Background: an optimization exercise with open tools, aiming at small area, a short achievable clock period and few clock cycles. Do not read the settings as production practice. In this exercise RTL edits were held to simulation tests only and were not proved equivalent to the original. Power and IR drop assume default switching activity.

==> build 71 <==
==> flow/design.v <==
package hart_mem_pkg;
    typedef logic [32-1:0] word_t;
    typedef logic [4-1:0] byte_mask_t;
    typedef enum logic [1:0] {
        LS_BYTE = 2'd0,
        LS_HALF = 2'd1,
        LS_WORD = 2'd2
    } ls_size_e;
    typedef enum logic [1:0] {
        OWN_NONE   = 2'd0,
        OWN_ICACHE = 2'd1,
        OWN_DCACHE = 2'd2
    } bus_owner_e;
endpackage
`timescale 1ns/1ps
module hart_mem_sys (
    input  logic                   i_clk,
    input  logic                   i_rst_n,
    input  logic [31:0]            i_fetch_addr,
    output logic [31:0]            o_fetch_inst,
    output logic                   o_fetch_busy,
    input  logic                   i_ls_read,
    input  logic                   i_ls_write,
    input  logic [31:0]            i_ls_addr,
    input  logic [31:0]            i_ls_wdata,
    input  logic [1:0]             i_ls_size,
    input  logic                   i_ls_unsigned,
    output logic [31:0]            o_ls_rdata,
    output logic                   o_ls_trap,
    output logic                   o_ls_busy,
    output logic                   o_mem_ren,
    output logic                   o_mem_wen,
    output logic [31:0]            o_mem_addr,
    output logic [31:0]            o_mem_wdata,
    input  logic [31:0]            i_mem_rdata,
    input  logic                   i_mem_valid,
    input  logic                   i_mem_ready
);
    typedef enum logic [1:0] {
        RD_NONE  = 2'd0,
        RD_FETCH = 2'd1,
        RD_LOAD  = 2'd2,
        RD_STORE = 2'd3
    } rd_e;
    rd_e        rd_q, rd_d;
    logic [1:0] off_q;
    logic [1:0] size_q;
    logic       uns_q;
    always_ff @(posedge i_clk) begin
        if (!i_rst_n) rd_q <= RD_NONE;
        else          rd_q <= rd_d;
        off_q  <= i_ls_addr[1:0];
        size_q <= i_ls_size;
        uns_q  <= i_ls_unsigned;
    end
    logic rd_none, rd_f, rd_l, rd_s;
    logic is_byte, is_half, is_word, mis_q;
    assign rd_none = (rd_q == RD_NONE);
    assign rd_f    = (rd_q == RD_FETCH);
    assign rd_l    = (rd_q == RD_LOAD);
    assign rd_s    = (rd_q == RD_STORE);
    assign is_byte = (size_q == 2'd0);
    assign is_half = (size_q == 2'd1);
    assign is_word = size_q[1];
    assign mis_q   = (is_half && off_q[0]) || (is_word && (off_q != 2'b00));
    logic ls_sel, word_store, bus_free;
    assign bus_free   = rd_none || i_mem_valid;
    assign word_store = i_ls_write && i_ls_size[1] && (i_ls_addr[1:0] == 2'b00);
    assign ls_sel     = (i_ls_read || i_ls_write) && !rd_l;
    assign o_mem_wen  = i_mem_ready && ((word_store && bus_free) ||
                                        (rd_s && i_mem_valid && !mis_q));
    assign o_mem_ren  = i_mem_ready && bus_free &&
                        (ls_sel ? (!word_store && !rd_s) : !rd_f);
    assign o_mem_addr = ls_sel ? {i_ls_addr[31:2], 2'b00} : {i_fetch_addr[31:2], 2'b00};
    always_comb begin
        rd_d = rd_q;
        if (i_mem_valid) rd_d = RD_NONE;
        if (o_mem_ren) begin
            if (!ls_sel)         rd_d = RD_FETCH;
            else if (i_ls_write) rd_d = RD_STORE;
            else                 rd_d = RD_LOAD;
        end
    end
    assign o_fetch_inst = i_mem_rdata;
    assign o_fetch_busy = !(rd_f && i_mem_valid);
    assign o_ls_busy = !(o_mem_wen || ((rd_l || (rd_s && mis_q)) && i_mem_valid));
    assign o_ls_trap = mis_q && rd_q[1];
    logic [3:0] mask, sel_old, sel_own, sel_lo, sel_hi;
    always_comb begin
        if (is_byte)      mask = 4'b0001 << off_q;
        else if (is_half) mask = off_q[1] ? 4'b1100 : 4'b0011;
        else              mask = 4'b1111;
    end
    always_comb begin
        sel_old = 4'b0000;
        sel_own = 4'b1111;
        sel_lo  = 4'b0000;
        sel_hi  = 4'b0000;
        if (rd_s) begin
            sel_old = ~mask;
            sel_own = mask & (is_half ? 4'b0011 : 4'b0001);
            sel_lo  = mask & (is_half ? 4'b0100 : 4'b1110);
            sel_hi  = mask & (is_half ? 4'b1000 : 4'b0000);
        end
    end
    always_comb begin
        for (int k = 0; k < 4; k++) begin
            o_mem_wdata[8*k +: 8] = ({8{sel_old[k]}} & i_mem_rdata[8*k +: 8]) |
                                    ({8{sel_own[k]}} & i_ls_wdata[8*k +: 8]) |
                                    ({8{sel_lo[k]}}  & i_ls_wdata[7:0]) |
                                    ({8{sel_hi[k]}}  & i_ls_wdata[15:8]);
        end
    end
    logic [3:0] lo_sel, sign_sel;
    logic       sign;
    assign lo_sel   = 4'b0001 << off_q;
    assign sign_sel = uns_q   ? 4'b0000 :
                      is_byte ? lo_sel :
                      is_half ? (off_q[1] ? 4'b1000 : 4'b0010) : 4'b0000;
    assign sign     = |(sign_sel & {i_mem_rdata[31], i_mem_rdata[23],
                                    i_mem_rdata[15], i_mem_rdata[7]});
    always_comb begin
        o_ls_rdata[7:0]   = ({8{lo_sel[0]}} & i_mem_rdata[7:0]) |
                            ({8{lo_sel[1]}} & i_mem_rdata[15:8]) |
                            ({8{lo_sel[2]}} & i_mem_rdata[23:16]) |
                            ({8{lo_sel[3]}} & i_mem_rdata[31:24]);
        o_ls_rdata[15:8]  = ({8{!is_byte && !off_q[1]}} & i_mem_rdata[15:8]) |
                            ({8{!is_byte &&  off_q[1]}} & i_mem_rdata[31:24]) |
                            ({8{is_byte}} & {8{sign}});
        o_ls_rdata[31:16] = is_word ? i_mem_rdata[31:16] : {16{sign}};
    end
endmodule
==> flow/flow/run.sh <==
#!/bin/bash
set -euo pipefail
export BUFFER_PORTS_ARGS="-buffer_cell sky130_fd_sc_hd__buf_1"
bash standard.sh MATCH_CELL_FOOTPRINT=0 finish > standard_flow.log 2>&1
==> flow/standard.sh <==
#!/bin/bash
# synth_recipe.tcl (not shown) runs the flow's synth.tcl, then flattens the netlist and writes it again
# the make line also repeats each setting of config.mk as NAME=value (left out here)
make -C /OpenROAD-flow-scripts/flow DESIGN_CONFIG=/design/flow/config.mk WORK_HOME=/design/flow/orfs CLKGATE_MAP_FILE= SYNTH_SCRIPT=/design/flow/synth_recipe.tcl "${@:-finish}"
==> flow/config.mk <==
export PLATFORM = sky130hd
export DESIGN_NAME = hart_mem_sys
export DESIGN_NICKNAME = hart_mem_sys
export VERILOG_FILES = /design/flow/design.v
export SDC_FILE = /design/flow/constraint.sdc
export NUM_CORES = 4
export LEC_CHECK = 0
export CAP_MARGIN = 20
export CORE_MARGIN = 2
export CORE_UTILIZATION = 35
export PLACE_DENSITY = 0.6
export SETUP_SLACK_MARGIN = 2.3
export SLEW_MARGIN = 20
==> flow/constraint.sdc <==
create_clock -name core_clock -period 6.0 [get_ports {i_clk}]
set_input_delay 1.2000 -clock core_clock [delete_from_list [all_inputs] [get_ports {i_clk}]]
set_output_delay 1.2000 -clock core_clock [all_outputs]
set_load 0.01 [all_outputs]
==> inputs of build 59, as changes to build 71 <==
- CORE_UTILIZATION: 35 -> 25
- SETUP_SLACK_MARGIN: 2.3 -> 2
==> comparison table <==
metric	build 59	build 71
Status	finished clean	finished clean
Combinational cell fraction of total power	66.8%	67.4%
Net Switching	0.000176 W	0.000185 W
Sequential share of power	16.0%	15.4%
Initial core utilization	25.6%	35.7%
Multi-input combinational area share	54.3%	54.9%
Net switching share of the total power	46.5%	47.7%
Unrepaired setup endpoints after global routing	false	true
Layout buffering overhead excluding clock cells	34.2%	34.9%
Timing endpoint of the critical path	o_ls_rdata[14]	o_ls_rdata[8]
Worst setup slack before clock tree synthesis	2.22 ns	2.32 ns
Total via count in the routed design	2,983	2,968
Final period utilization	63.3%	61.7%
Met3 track demand over resource in global routing	2.61%	4.22%
Routed metal-1 wirelength	3790 microns	4210 microns
Proportion of layout cells with a drive suffix above 1	11.3%	12.1%
Post-layout instance count excluding filler cells	599	570
Instance area after placement	0.00290 sq mm	0.00286 sq mm
Met3 routed wirelength	820 microns	680 microns
Testbench counts of build 71, summed over its fixed seeds: cycles 137,032.
Testbench counts of build 59, summed over its fixed seeds: cycles 137,032.

==> static timing again, ports no longer ideal <==
The flow's constraints put no driver on any port. The routed layouts listed below were extracted and timed again, unchanged, in two steps. Step 1 sets driving cells, clkbuf_16 on the clock port and buf_2 on the other inputs (assumed; they add their load-dependent delay and slew). Step 2 adds t to the input delays and takes it off the output delays; t is the mean of the earliest and latest rising clock arrival at the registers after step 1. Input paths then give back, and output paths get back, about the clock's delay inside the block. Slacks: ideal ports / drivers / drivers and shift; pairs: ideal ports / drivers.
run	shift t [ns]	setup WS [ns]	hold slack, ns
build 71	0.249	2.296 / 2.276 / 2.276	0.700 / 0.700 / 0.700
build 59	0.245	2.200 / 2.178 / 2.178	0.696 / 0.696 / 0.696
After both steps setup and hold are still met in every run listed. The setup slack of build 59, which loses most, moves by -0.022 ns with the drivers and by -0.022 ns with both steps.
